Background: an optimization exercise with open tools, aiming at small area, a short achievable clock period and few clock cycles per item. Do not read the settings as production practice. In this exercise RTL edits were held to simulation tests only and were not proved equivalent to the original. Power figures rest on the tool's default switching activity, not on a simulated workload.

Setup of alpha:
## filter_compactor
module filter_compactor #(
    parameter  int unsigned NUM_ENTRY = preprocess_pkg::NUM_ENTRY_DEFAULT,
    parameter  int unsigned WW        = preprocess_pkg::WW_DEFAULT,
    parameter  int unsigned OW        = preprocess_pkg::OW_DEFAULT,
    localparam int unsigned IW        = $clog2(NUM_ENTRY),
    localparam int unsigned CW        = $clog2(NUM_ENTRY + 1)
) (
    input  logic                    clk,
    input  logic                    reset,
    input  logic                    in_valid,
    output logic                    in_ready,
    input  logic [NUM_ENTRY-1:0]    in_bit,
    input  logic [NUM_ENTRY*WW-1:0] in_weight,
    input  logic [NUM_ENTRY*OW-1:0] in_out,
    input  logic [NUM_ENTRY-1:0]    in_drop,
    output logic                    out_valid,
    input  logic                    out_ready,
    output logic                    out_bit,
    output logic [WW-1:0]           out_weight,
    output logic [OW-1:0]           out_out,
    output logic [IW-1:0]           out_index,
    output logic                    out_last,
    output logic [CW-1:0]           kept_count,
    output logic                    frame_empty
);
For scale: ~1600 cells after synthesis, about 500 I/O pins, about 25000 µm² of cells after synthesis.
export LEC_CHECK = 0
export CAP_MARGIN = 20
export CORE_MARGIN = 2
export CORE_UTILIZATION = 55
export CTS_BUF_LIST = sky130_fd_sc_hd__clkbuf_4
export SETUP_SLACK_MARGIN = 3.6
export SLEW_MARGIN = 20
create_clock -name core_clock -period 6.0 [get_ports {clk}]
standard.sh (not shown) runs the stock make flow with config.mk's settings and CLKGATE_MAP_FILE= SYNTH_SCRIPT=/design/flow/synth_recipe.tcl, a recipe that flattens the netlist after the stock synthesis.
==> flow/flow/run.sh <==
#!/bin/bash
# Layout flow: the standard ORFS flow (standard.sh) unchanged, except that
# the port buffers are the smallest buffer cell (buf_1) instead of the cell
# buffer_ports picks by default. Every input and output still gets a buffer.
# The full output of the flow goes to standard.log in the work folder; ORFS
# keeps each step's own log under orfs/logs/.
set -euo pipefail
bash standard.sh finish "BUFFER_PORTS_ARGS=-buffer_cell sky130_fd_sc_hd__buf_1" > standard.log 2>&1
alpha did not stop at any stage, and its layout met the timing, DRC and antenna checks.
Testbench counts of alpha, summed over its fixed seeds: cycles 29,489, items 29,100.
Modified inputs, beta compared to alpha
- changing CTS_BUF_LIST from sky130_fd_sc_hd__clkbuf_4 to sky130_fd_sc_hd__clkbuf_8 sky130_fd_sc_hd__clkbuf_16
- Combinational power of alpha is on par with beta.
- Critical setup path kind = input port to flop: beta; critical setup path kind = flop to output pin: alpha
- in_ready as the worst setup path endpoint was reported by alpha, and mask[35] by beta.
- Comparing alpha and beta, the higher reg-to-reg setup timing slack was measured on beta.
- Diff alpha -> beta | signal arrival time at the worst endpoint | increase of 1200 ps
- Per the comparison of beta with alpha, wire length reported by the detailed router dropped 720 µm, post-route worst setup slack rose by 350 ps.
Modified inputs, gamma compared to beta
- an added CTS_CLUSTER_SIZE of 30
- a change of CORE_UTILIZATION from 55 to 65
- a deleted CTS_BUF_LIST that had been sky130_fd_sc_hd__clkbuf_8 sky130_fd_sc_hd__clkbuf_16
Results
- Total detailed-routing wirelength went down by a few percent going from beta to gamma.
- From beta to gamma the numbers moved as follows: simple-gate share of the synthesized area ~0 delta; post-detailed-route via-to-cell ratio climbed about 4.5%.
Edits applied to the flow inputs when going from gamma to delta:
- CTS_CLUSTER_SIZE: 30 -> unset
- CORE_UTILIZATION: 65 -> 55
Results
Setup slack in delta is smaller than in gamma.
Via count normalized by instance count delta for delta relative to gamma: about 3.7% lower
delta ended up with a higher maximum net fanout on the critical path than gamma did.
Max number of tap cells inserted across gamma and delta: delta
delta vs gamma: final RePlAce weighted congestion up
Taking gamma as the reference point, the clock power of delta rises by about 20%.


## red
filter_compactor, a different RTL version from the one above (not shown whole).
For scale: roughly 23,000 sq um of cells after synthesis.
Design filter_compactor, start of the top module:
module filter_compactor #(
    parameter  int unsigned NUM_ENTRY = preprocess_pkg::NUM_ENTRY_DEFAULT,
    parameter  int unsigned WW        = preprocess_pkg::WW_DEFAULT,
    parameter  int unsigned OW        = preprocess_pkg::OW_DEFAULT,
    localparam int unsigned IW        = $clog2(NUM_ENTRY),
    localparam int unsigned CW        = $clog2(NUM_ENTRY + 1)
) (
    input  logic                    clk,
    input  logic                    reset,
    input  logic                    in_valid,
    output logic                    in_ready,
    input  logic [NUM_ENTRY-1:0]    in_bit,
    input  logic [NUM_ENTRY*WW-1:0] in_weight,
    input  logic [NUM_ENTRY*OW-1:0] in_out,
    input  logic [NUM_ENTRY-1:0]    in_drop,
    output logic                    out_valid,
    input  logic                    out_ready,
    output logic                    out_bit,
    output logic [WW-1:0]           out_weight,
    output logic [OW-1:0]           out_out,
    output logic [IW-1:0]           out_index,
    output logic                    out_last,
    output logic [CW-1:0]           kept_count,
    output logic                    frame_empty
);
Settings: LEC_CHECK=0, CAP_MARGIN=20, CORE_MARGIN=2, CORE_UTILIZATION=55, CTS_BUF_LIST=sky130_fd_sc_hd__clkbuf_4 sky130_fd_sc_hd__clkbuf_8, SETUP_SLACK_MARGIN=3.6, SLEW_MARGIN=20; clock period 6.0 ns.
run.sh (not shown) runs the stock make flow with config.mk's settings and CLKGATE_MAP_FILE= SYNTH_SCRIPT=/design/flow/synth_recipe.tcl, a recipe that flattens the netlist after the stock synthesis.
Stock flow here: none of the scripts above is used.
Testbench counts of red, summed over its fixed seeds: cycles 29,203, items 29,100.
Input-level comparison between purple and red:
- putting ABC_CLOCK_PERIOD_IN_PS at 2400 where nothing was set
- clearing CTS_BUF_LIST, which used to be sky130_fd_sc_hd__clkbuf_4 sky130_fd_sc_hd__clkbuf_8
Notes after the runs:
- mask_zero as the critical path launch point was reported by red, and fidx_q[1] by purple.
- Diff red -> purple: met1 layer wirelength in the final routing rose by 590 um, switching power summed over all nets rose by 0.055 mW, global-route wire length before repair rose by 2.7%, hold slack stayed essentially flat, utilization rose by 0.58 points.
- Number of inserted diodes (purple over red): decrease, 1


The RTL this note starts from:
==> flow/design.v <==
package preprocess_pkg;
    localparam int unsigned NUM_ENTRY_DEFAULT = 36;
    localparam int unsigned WW_DEFAULT        = 5;
    localparam int unsigned OW_DEFAULT        = 6;
    typedef enum logic {
        IDLE = 1'b0,
        SCAN = 1'b1
    } state_t;
endpackage
module first_one_finder #(
    parameter int unsigned N = 36
) (
    input  logic [N-1:0] vec,
    output logic [N-1:0] first,
    output logic [N-1:0] rest,
    output logic         le1
);
    localparam int unsigned LG = (N > 1) ? $clog2(N) : 1;
    logic [LG:0][N-1:0] pre;
    logic [N-1:0]       below;   
    always_comb begin
        pre[0] = vec;
        for (int k = 0; k < LG; k++) begin
            for (int i = 0; i < N; i++) begin
                if (i >= (1 << k)) pre[k+1][i] = pre[k][i] | pre[k][i-(1<<k)];
                else               pre[k+1][i] = pre[k][i];
            end
        end
        below = {pre[LG][N-2:0], 1'b0};
        first = vec & ~below;
        rest  = vec & below;
        le1   = ~|rest;
    end
endmodule
module filter_compactor #(
    parameter  int unsigned NUM_ENTRY = preprocess_pkg::NUM_ENTRY_DEFAULT,
    parameter  int unsigned WW        = preprocess_pkg::WW_DEFAULT,
    parameter  int unsigned OW        = preprocess_pkg::OW_DEFAULT,
    localparam int unsigned IW        = $clog2(NUM_ENTRY),
    localparam int unsigned CW        = $clog2(NUM_ENTRY + 1)
) (
    input  logic                    clk,
    input  logic                    reset,
    input  logic                    in_valid,
    output logic                    in_ready,
    input  logic [NUM_ENTRY-1:0]    in_bit,
    input  logic [NUM_ENTRY*WW-1:0] in_weight,
    input  logic [NUM_ENTRY*OW-1:0] in_out,
    input  logic [NUM_ENTRY-1:0]    in_drop,
    output logic                    out_valid,
    input  logic                    out_ready,
    output logic                    out_bit,
    output logic [WW-1:0]           out_weight,
    output logic [OW-1:0]           out_out,
    output logic [IW-1:0]           out_index,
    output logic                    out_last,
    output logic [CW-1:0]           kept_count,
    output logic                    frame_empty
);
    localparam int unsigned DW = 1 + WW + OW;               
    localparam int unsigned GS = 6;                         
    localparam int unsigned NG = (NUM_ENTRY + GS - 1) / GS;
    localparam int unsigned GW = $clog2(GS + 1);
    logic [NUM_ENTRY-1:0]   keep;
    logic [NG-1:0][GW-1:0]  grp_d, grp_q;
    logic [IW-1:0]          fidx_d, fidx_q;
    logic                   all_drop;
    always_comb begin
        keep     = ~in_drop;
        all_drop = &in_drop;
        for (int g = 0; g < NG; g++) begin
            grp_d[g] = '0;
            for (int j = 0; j < GS; j++) begin
                if (g * GS + j < NUM_ENTRY) grp_d[g] = grp_d[g] + GW'(keep[g*GS+j]);
            end
        end
        fidx_d = '0;
        for (int i = NUM_ENTRY - 1; i >= 0; i--) begin
            if (keep[i]) fidx_d = IW'(i);
        end
    end
    always_ff @(posedge clk) begin
        grp_q  <= grp_d;
        fidx_q <= fidx_d;
    end
    logic [CW-1:0]        cnt_pre;
    logic                 empty_pre;
    logic                 single_pre;
    logic [NUM_ENTRY-1:0] fdec;
    logic [NG-1:0]        grp_lsb;
    logic                 grp_big;
    logic                 grp_two;
    always_comb begin
        cnt_pre = '0;
        grp_big = 1'b0;
        grp_two = 1'b0;
        for (int g = 0; g < NG; g++) begin
            cnt_pre    = cnt_pre + CW'(grp_q[g]);
            grp_lsb[g] = grp_q[g][0];
            grp_big    = grp_big | (|grp_q[g][GW-1:1]);
        end
        for (int g = 0; g < NG; g++) begin
            for (int h = g + 1; h < NG; h++) begin
                grp_two = grp_two | (grp_lsb[g] & grp_lsb[h]);
            end
        end
        empty_pre  = ~grp_big & ~|grp_lsb;
        single_pre = ~grp_big & ~grp_two & |grp_lsb;
        for (int i = 0; i < NUM_ENTRY; i++) begin
            fdec[i] = (fidx_q == IW'(i));
        end
    end
    logic [NUM_ENTRY-1:0]        bit_q,    bit_d;
    logic [NUM_ENTRY*WW-1:0]     weight_q, weight_d;
    logic [NUM_ENTRY*OW-1:0]     out_q,    out_d;
    logic [NUM_ENTRY-1:0]        mask;
    logic                        mask_zero;    
    logic [NUM_ENTRY-1:0] low, rest;
    logic                 le1;
    first_one_finder #(
        .N (NUM_ENTRY)
    ) u_finder (
        .vec   (mask),
        .first (low),
        .rest  (rest),
        .le1   (le1)
    );
    always_comb begin
        bit_d    = mask_zero ? in_bit    : bit_q;
        weight_d = mask_zero ? in_weight : weight_q;
        out_d    = mask_zero ? in_out    : out_q;
    end
    always_ff @(posedge clk) begin
        bit_q    <= bit_d;
        weight_q <= weight_d;
        out_q    <= out_d;
    end
    logic                 acc, acc_full, adv;
    logic [NUM_ENTRY-1:0] sel;
    logic [DW-1:0]        nxt_data;
    logic [IW-1:0]        low_idx, nxt_idx;
    logic                 nxt_last;
    logic [NUM_ENTRY-1:0] mask_d;
    logic                 mask_zero_d;
    always_comb begin
        acc      = in_valid & in_ready;
        acc_full = acc & mask_zero;
        adv      = out_ready | ~out_valid;
        sel = low | (fdec & {NUM_ENTRY{mask_zero}});
        nxt_data = '0;
        for (int i = 0; i < NUM_ENTRY; i++) begin
            nxt_data = nxt_data | ({DW{sel[i]}} &
                       {bit_d[i], weight_d[i*WW +: WW], out_d[i*OW +: OW]});
        end
        low_idx = '0;
        for (int i = 0; i < NUM_ENTRY; i++) begin
            low_idx = low_idx | (low[i] ? IW'(i) : IW'(0));
        end
        nxt_idx  = mask_zero ? fidx_q : low_idx;
        nxt_last = mask_zero ? single_pre : le1;
        mask_d = ({NUM_ENTRY{acc_full}} & keep & ~({NUM_ENTRY{adv}} & fdec)) |
                 (mask & (rest | {NUM_ENTRY{~adv}}));
        mask_zero_d = acc_full ? (empty_pre | (adv & single_pre))
                               : (mask_zero | (adv & le1));
    end
    always_ff @(posedge clk or posedge reset) begin
        if (reset) begin
            mask        <= '0;
            mask_zero   <= 1'b1;
            in_ready    <= 1'b0;
            out_valid   <= 1'b0;
            kept_count  <= '0;
            frame_empty <= 1'b0;
        end else begin
            mask        <= mask_d;
            mask_zero   <= mask_zero_d;
            in_ready    <= in_valid & ~acc & (mask_zero_d | all_drop);
            if (adv) out_valid <= mask_zero ? (acc_full & ~empty_pre) : 1'b1;
            if (acc) kept_count <= cnt_pre;
            frame_empty <= acc & empty_pre;
        end
    end
    always_ff @(posedge clk) begin
        if (adv) begin
            {out_bit, out_weight, out_out} <= nxt_data;
            out_index <= nxt_idx;
            out_last  <= nxt_last;
        end
    end
endmodule
==> flow/config.mk <==
export PLATFORM = sky130hd
export DESIGN_NAME = filter_compactor
export DESIGN_NICKNAME = filter_compactor
export VERILOG_FILES = /design/flow/design.v
export SDC_FILE = /design/flow/constraint.sdc
export NUM_CORES = 4
export LEC_CHECK = 0
export CAP_MARGIN = 20
export CORE_MARGIN = 2
export CORE_UTILIZATION = 55
export SETUP_SLACK_MARGIN = 3.6
export SLEW_MARGIN = 20
==> flow/constraint.sdc <==
create_clock -name core_clock -period 6.0 [get_ports {clk}]
set_input_delay 1.2000 -clock core_clock [delete_from_list [all_inputs] [get_ports {clk}]]
set_output_delay 1.2000 -clock core_clock [all_outputs]
set_load 0.01 [all_outputs]
standard.sh (not shown) runs the stock make flow with config.mk's settings and CLKGATE_MAP_FILE= SYNTH_SCRIPT=/design/flow/synth_recipe.tcl, a recipe that flattens the netlist after the stock synthesis.
Scripts as last shown in full above: flow/flow/run.sh
Testbench counts at the start, summed over its fixed seeds: cycles 29,203, items 29,100.
Then changed:
==> flow/run.sh (new file) <==
#!/bin/bash
# synth_recipe.tcl (not shown) runs the flow's synth.tcl, then flattens the netlist and writes it again
# the make line also repeats each setting of config.mk as NAME=value (left out here)
make -C /OpenROAD-flow-scripts/flow DESIGN_CONFIG=/design/flow/config.mk WORK_HOME=/design/flow/orfs CLKGATE_MAP_FILE= SYNTH_SCRIPT=/design/flow/synth_recipe.tcl finish
- CORE_UTILIZATION: 55 -> 40
- SETUP_SLACK_MARGIN: 3.6 -> default
removed: flow/flow/run.sh
removed: flow/standard.sh
Result:
- The new run completed without violations
- worst setup slack gets worse by 1.2 ns
- synthesized area does not change
- fmax came out lower by 25%
- die area came out higher by 37%
- final area hardly moves
- total power came out lower by 13%
- sequential cell count stays the same
- final cell count came out higher by 2.6%
- count of clock-buffer cells in the layout stays the same
- sequential share of layout area barely changes
- utilization came out lower by 21 points
Then changed:
- CORE_UTILIZATION: 40 -> 55
- SETUP_SLACK_MARGIN: default -> 3.6
Outcome: The changed run went through all stages and came out clean. Worst hold slack gets better by 0.0091 ns. Non-clock buffer count grows by 137. Die area drops by a quarter to a third. Sequential share of layout area is lower by 2.8 points. First-iteration DRC count went up by a quarter to a third.

afterwards: timing with drivers on the ports:
Ports are ideal in the flow. The routed layouts listed here were re-timed in OpenROAD. Step 1, drivers: a clkbuf_16 drives clk and a buf_2 each remaining input, both assumed. Step 2 also shifts input and output timing later by t, the mid clock arrival at the registers, as if the neighbouring blocks saw the same clock. Slacks: ideal / step 1 / step 2; pairs: ideal / step 1.
run | shift t [ns] | setup slack, ns | worst setup path after step 2
alpha | 1.066 | 3.219 / 3.160 / 2.924 | input to register
beta | 0.649 | 3.564 / 3.564 / 2.953 | input to register
gamma | 0.676 | 3.595 / 3.551 / 3.011 | input to register
delta | 0.646 | 3.547 / 3.568 / 2.938 | input to register
red | 0.744 | 2.552 / 2.552 / 1.994 | input to register
purple | 0.672 | 2.524 / 2.524 / 2.015 | input to register
the first run of note 3 | 0.672 | 2.546 / 2.546 / 2.285 | input to register
the second run of note 3 | 0.671 | 1.395 / 1.395 / 1.266 | input to register
the third run of note 3 | 0.672 | 2.524 / 2.524 / 2.015 | input to register
After both steps every run listed still meets setup and hold. The setup slack of beta, which loses most, moves by 0.000 ns with the drivers and by -0.611 ns with both steps.
